This design comes from an exercise in tuning for small area and a short achievable clock period on the open sky130 flow, not from production work. At most, simulation tests tie the RTL to the original design; equivalence was not proved. Power figures rest on the tool's default switching activity, not on a simulated workload.

== juniper ==
// cic_iq_decim
module cic_iq_decim #(
  parameter int DIN_W    = 16,
  parameter int DOUT_W   = 16,
  parameter int STAGES   = 4,
  parameter int MAX_RATE = 16,
  parameter int GAIN_W   = 16,
  localparam int RATE_W  = $clog2(MAX_RATE + 1),
  localparam int ACC_W   = DIN_W + STAGES * $clog2(MAX_RATE),
  localparam int SHIFT_W = $clog2(ACC_W)
) (
  input  logic                     clk,
  input  logic                     rst,
  input  logic                     s_axis_data_tvalid,
  input  logic signed [DIN_W-1:0]  s_axis_data_tdata_real,
  input  logic signed [DIN_W-1:0]  s_axis_data_tdata_imag,
  input  logic                     cfg_load,
  input  logic [RATE_W-1:0]        cfg_rate,
  input  logic [SHIFT_W-1:0]       cfg_shift,
  input  logic [GAIN_W-1:0]        cfg_gain,
  output logic                     m_axis_data_tvalid,
  output logic signed [DOUT_W-1:0] m_axis_data_tdata_real,
  output logic signed [DOUT_W-1:0] m_axis_data_tdata_imag
);
Size in the first run: roughly 6200 cells after synthesis, roughly 960 flip-flops, ~50000 um2 of cells after synthesis.
export LEC_CHECK = 0
export ABC_AREA = 1
export CAP_MARGIN = 0
export CORE_MARGIN = 2
export CORE_UTILIZATION = 40
export CTS_CLUSTER_DIAMETER = 200
export CTS_CLUSTER_SIZE = 25
export SLEW_MARGIN = 0
create_clock -name core_clock -period 9.5 [get_ports {clk}]
standard.sh (not shown) runs the stock make flow with config.mk's settings and CLKGATE_MAP_FILE= SYNTH_SCRIPT=/design/flow/synth_recipe.tcl, a recipe that flattens the netlist after the stock synthesis.
==> flow/flow/run.sh <==
#!/bin/bash
# Standard ORFS layout, with repair_timing asked to reach a larger setup slack than the
# constraint needs (the SDC is unchanged). Each tool's output stays in orfs/logs/.
set -euo pipefail
cd "$(dirname "$0")/.."
export SETUP_SLACK_MARGIN=${MARGIN:-6.55}
bash standard.sh > standard.log 2>&1
juniper: PASS, flow complete, no timing, DRC or antenna violations
#### Input delta (onyx over juniper)
# juniper
export LEC_CHECK = 0
export ABC_AREA = 1
export CAP_MARGIN = 0
export CORE_MARGIN = 2
export CORE_UTILIZATION = 40
export CTS_CLUSTER_DIAMETER = 200
export CTS_CLUSTER_SIZE = 25
export SLEW_MARGIN = 0
create_clock -name core_clock -period 9.5 [get_ports {clk}]
# onyx
export LEC_CHECK = 0
export CAP_MARGIN = 20
export CORE_MARGIN = 2
export CORE_UTILIZATION = 40
export CTS_CLUSTER_DIAMETER = 200
export CTS_CLUSTER_SIZE = 25
export SLEW_MARGIN = 20
create_clock -name core_clock -period 9.5 [get_ports {clk}]
[summary]
Having completed the whole flow, onyx delivered a layout that passed the timing, design-rule and antenna checks.
Of juniper and onyx, the higher post-layout utilization of the core belongs to onyx.
onyx vs. juniper: proportion of power drawn by flip-flops and latches grew by 8.3 points, achievable clock frequency has decreased.
Critical path startpoint: p_hold[3] -> onyx, p_hold[6] -> juniper
Share of power burned in combinational logic in onyx is 13 points below juniper.
NOTE combinational-cell power consumption juniper->onyx decreased by more than half
Looking at wire length across both flows, onyx is the stronger of the two, with juniper trailing.
In the tables for juniper and onyx, xor/xnor cell area share of the yosys netlist reads higher with onyx.
Here is what was changed in the inputs of quartz compared with onyx.
# onyx
export LEC_CHECK = 0
export CAP_MARGIN = 20
export CORE_MARGIN = 2
export CORE_UTILIZATION = 40
export CTS_CLUSTER_DIAMETER = 200
export CTS_CLUSTER_SIZE = 25
export SLEW_MARGIN = 20
create_clock -name core_clock -period 9.5 [get_ports {clk}]
# quartz
export LEC_CHECK = 0
export ABC_AREA = 1
export CAP_MARGIN = 20
export CORE_MARGIN = 2
export CORE_UTILIZATION = 40
export CTS_CLUSTER_DIAMETER = 200
export CTS_CLUSTER_SIZE = 25
export SLEW_MARGIN = 20
create_clock -name core_clock -period 9.5 [get_ports {clk}]
--- outcome ---
Count of vias placed by the detailed router in quartz is 4090 higher than in onyx. From onyx to quartz the numbers moved as follows: upper clock frequency limit rose by 0.94%, clock buffer instance count of the final layout went down by 1, clock network fraction of design power went down.


Setup of main:
cic_iq_decim again, from the RTL that the note above started with.
## cic_iq_decim
module cic_iq_decim #(
  parameter int DIN_W    = 16,
  parameter int DOUT_W   = 16,
  parameter int STAGES   = 4,
  parameter int MAX_RATE = 16,
  parameter int GAIN_W   = 16,
  localparam int RATE_W  = $clog2(MAX_RATE + 1),
  localparam int ACC_W   = DIN_W + STAGES * $clog2(MAX_RATE),
  localparam int SHIFT_W = $clog2(ACC_W)
) (
  input  logic                     clk,
  input  logic                     rst,
  input  logic                     s_axis_data_tvalid,
  input  logic signed [DIN_W-1:0]  s_axis_data_tdata_real,
  input  logic signed [DIN_W-1:0]  s_axis_data_tdata_imag,
  input  logic                     cfg_load,
  input  logic [RATE_W-1:0]        cfg_rate,
  input  logic [SHIFT_W-1:0]       cfg_shift,
  input  logic [GAIN_W-1:0]        cfg_gain,
  output logic                     m_axis_data_tvalid,
  output logic signed [DOUT_W-1:0] m_axis_data_tdata_real,
  output logic signed [DOUT_W-1:0] m_axis_data_tdata_imag
);
export LEC_CHECK = 0
export ABC_AREA = 1
export CAP_MARGIN = 20
export CORE_MARGIN = 2
export CORE_UTILIZATION = 55
export CTS_CLUSTER_DIAMETER = 200
export CTS_CLUSTER_SIZE = 25
export PLACE_DENSITY = 0.7
export SLEW_MARGIN = 20
create_clock -name core_clock -period 9.5 [get_ports {clk}]
Scripts as last shown in full above: flow/flow/run.sh
Having completed the whole flow, main delivered a layout that passed the timing, design-rule and antenna checks.
Modified inputs, the feature branch compared to main
==> flow/flow/run.sh <==
#!/bin/bash
# Standard ORFS layout, with repair_timing asked to reach a larger setup slack than the
# constraint needs (the SDC is unchanged), and plain buffers on the ports.
# Each tool's output stays in orfs/logs/; make's output goes to standard.log.
set -euo pipefail
cd "$(dirname "$0")/.."
export SETUP_SLACK_MARGIN=${MARGIN:-6.55}
export BUFFER_PORTS_ARGS="-buffer_cell sky130_fd_sc_hd__buf_1"
bash standard.sh > standard.log 2>&1
diff --git a/flow/config.mk b/flow/config.mk
--- a/flow/config.mk
+++ b/flow/config.mk
@@ -10,6 +10,5 @@
 export CORE_MARGIN = 2
-export CORE_UTILIZATION = 55
+export CORE_UTILIZATION = 40
 export CTS_CLUSTER_DIAMETER = 200
 export CTS_CLUSTER_SIZE = 25
-export PLACE_DENSITY = 0.7
 export SLEW_MARGIN = 20
### Flow results
Minimum clock period after layout delta for the feature branch relative to main: 0.025 ns higher. main ended up with fewer cell instances than the feature branch did. Higher combinational share of power among main and the feature branch: main. Diff main -> the feature branch: static power due to leakage went down by 0.61%, area of the die went up by 34000 um2. The higher utilization after layout came out of main. Pin slew with the least headroom to its limit: the feature branch vs main up 0.036 ns. Max proportion of layout cells with a drive suffix above 1 across main and the feature branch: the feature branch. Across both runs, area share of buffers outside the clock network was lower for the feature branch than for main.


## v6
cic_iq_decim, a different RTL version from the one above (not shown whole).
Size: ~6,400 cells after synthesis, about 910 flip-flops, about 50,000 µm² of cells after synthesis.
clock: 9.5 ns
lec_check: 0
abc_area: 1
cap_margin: 20
core_margin: 2
core_utilization: 40
cts_cluster_diameter: 200
cts_cluster_size: 25
slew_margin: 20
==> flow/flow/run.sh <==
#!/bin/bash
# Standard ORFS layout, with repair_timing asked to reach a larger setup slack than the
# constraint needs (the SDC is unchanged), and plain buffers on the ports.
# Each tool's output stays in orfs/logs/; make's output goes to standard.log.
set -euo pipefail
cd "$(dirname "$0")/.."
export SETUP_SLACK_MARGIN=${MARGIN:-6.45}
export BUFFER_PORTS_ARGS="-buffer_cell sky130_fd_sc_hd__buf_1"
bash standard.sh > standard.log 2>&1
The following lists how v7 was set up differently from v6:
diff --git a/flow/flow/run.sh b/flow/flow/run.sh
--- a/flow/flow/run.sh
+++ b/flow/flow/run.sh
@@ -5,5 +5,5 @@
 set -euo pipefail
 cd "$(dirname "$0")/.."
-export SETUP_SLACK_MARGIN=${MARGIN:-6.45}
+export SETUP_SLACK_MARGIN=${MARGIN:-6.5}
 export BUFFER_PORTS_ARGS="-buffer_cell sky130_fd_sc_hd__buf_1"
 bash standard.sh > standard.log 2>&1
Findings:
The register-to-register path setup slack of v7 and that of v6 are within noise of each other. v7 vs v6 on non-clock buffer count: v7 is the higher one. Of the two candidates, v6 has the better switching power of the nets and v7 the worse one.
Function was not checked in any run of this note: the RTL went through the layout flow alone.


## run A
cic_iq_decim, a different RTL version from the one above (not shown whole).
For scale: roughly 6200 cells after synthesis, ~930 flip-flops, roughly 95 I/O pins.
clock: 9.5 ns
lec_check: 0
abc_area: 1
cap_margin: 20
core_margin: 2
core_utilization: 40
cts_cluster_diameter: 200
cts_cluster_size: 30
slew_margin: 20
==> flow/flow/run.sh <==
#!/bin/bash
# Standard ORFS layout, with repair_timing asked to reach a larger setup slack than the
# constraint needs (the SDC is unchanged). Each tool's output stays in orfs/logs/.
set -euo pipefail
cd "$(dirname "$0")/.."
export SETUP_SLACK_MARGIN=${MARGIN:-6.5}
bash standard.sh > standard.log 2>&1
Input changes introduced in run B (baseline for comparison: run A):
Settings: CTS_CLUSTER_DIAMETER: 200 -> unset; CTS_CLUSTER_SIZE: 30 -> unset.
--- outcome ---
Going from run A to run B, sequential share of layout area now sits lower, fmax now sits lower, total power now sits higher. NOTE power density relative to cell area run A->run B increased by more than 10%. Run A -> run B: worst hold path stage count delta 0, exact match. Run B reached the final stage; the timing, design-rule and antenna checks on its layout passed. Taking run A as the reference, in run B share of total power in the clock network +14 points; diode insertion count for antenna repair -1; sequential cell power ~0 delta.
### run B -> run C
Settings: CTS_CLUSTER_SIZE: unset -> 25; CTS_CLUSTER_DIAMETER: unset -> 200.
==> flow/flow/run.sh <==
#!/bin/bash
# Standard ORFS layout, with repair_timing asked to reach a larger setup slack than the
# constraint needs (the SDC is unchanged), and plain buffers on the ports.
# Each tool's output stays in orfs/logs/; make's output goes to standard.log.
set -euo pipefail
cd "$(dirname "$0")/.."
export SETUP_SLACK_MARGIN=${MARGIN:-6.55}
export BUFFER_PORTS_ARGS="-buffer_cell sky130_fd_sc_hd__buf_1"
bash standard.sh > standard.log 2>&1
[summary]
- What run B reported for overall power after layout has to be multiplied by 0.836 to get the figure for run C.
- Run C vs. run B: clock period minus worst slack fell 0.051 ns; worst hold-check slack rose 0.0061 ns; routed via count divided by cell count about even.
- Run C: wire length is 0.89% lower than what run B reported.
- Run C | status: complete | timing, DRC, antenna: pass
- Going from run B to run C, the cell area was found to have gone down by 0.0024 mm2.
- Clock slew seen by the registers of the worst setup and hold paths was higher in the run labelled run C.
- Utilization run B -> run C: down
Function was not checked in any run of this note: the RTL went through the layout flow alone.

==> what the ideal ports hide <==
The results above use ideal ports. As a check the final layouts listed here were re-extracted and re-timed, cells and wires unchanged.
Step 1 sets driving cells, clkbuf_16 on the clock port and buf_2 on the other inputs (assumed; they add their load-dependent delay and slew).
Step 2 also shifts input and output timing later by t, the mid clock arrival at the registers, as if the neighbouring blocks saw the same clock.
Three values: ideal ports, drivers, drivers and shift; two values: the first two.
| run | t, ns | setup slack, ns | latest minus earliest clock arrival (ns) | worst data-port slew with drivers (ns) |
|---|---|---|---|---|
| juniper | 0.737 | 6.499 / 6.433 / 6.117 | 0.046 / 0.046 | 0.06 |
| onyx | 0.724 | 6.470 / 6.403 / 6.219 | 0.037 / 0.037 | 0.06 |
| quartz | 0.737 | 6.498 / 6.432 / 6.562 | 0.046 / 0.046 | 0.06 |
| main | 0.698 | 6.520 / 6.453 / 6.532 | 0.039 / 0.039 | 0.08 |
| the feature branch | 0.722 | 6.496 / 6.429 / 6.643 | 0.035 / 0.035 | 0.04 |
| v6 | 0.719 | 6.501 / 6.432 / 6.365 | 0.037 / 0.038 | 0.06 |
| v7 | 0.718 | 6.495 / 6.426 / 6.373 | 0.034 / 0.034 | 0.06 |
| run A | 0.718 | 6.466 / 6.395 / 5.979 | 0.047 / 0.047 | 0.06 |
| run B | 0.761 | 6.453 / 6.380 / 5.986 | 0.028 / 0.028 | 0.07 |
| run C | 0.707 | 6.504 / 6.435 / 6.223 | 0.042 / 0.042 | 0.12 |
After both steps setup and hold are still met in every run listed. The setup slack of run A, which loses most, moves by -0.071 ns with the drivers and by -0.487 ns with both steps.
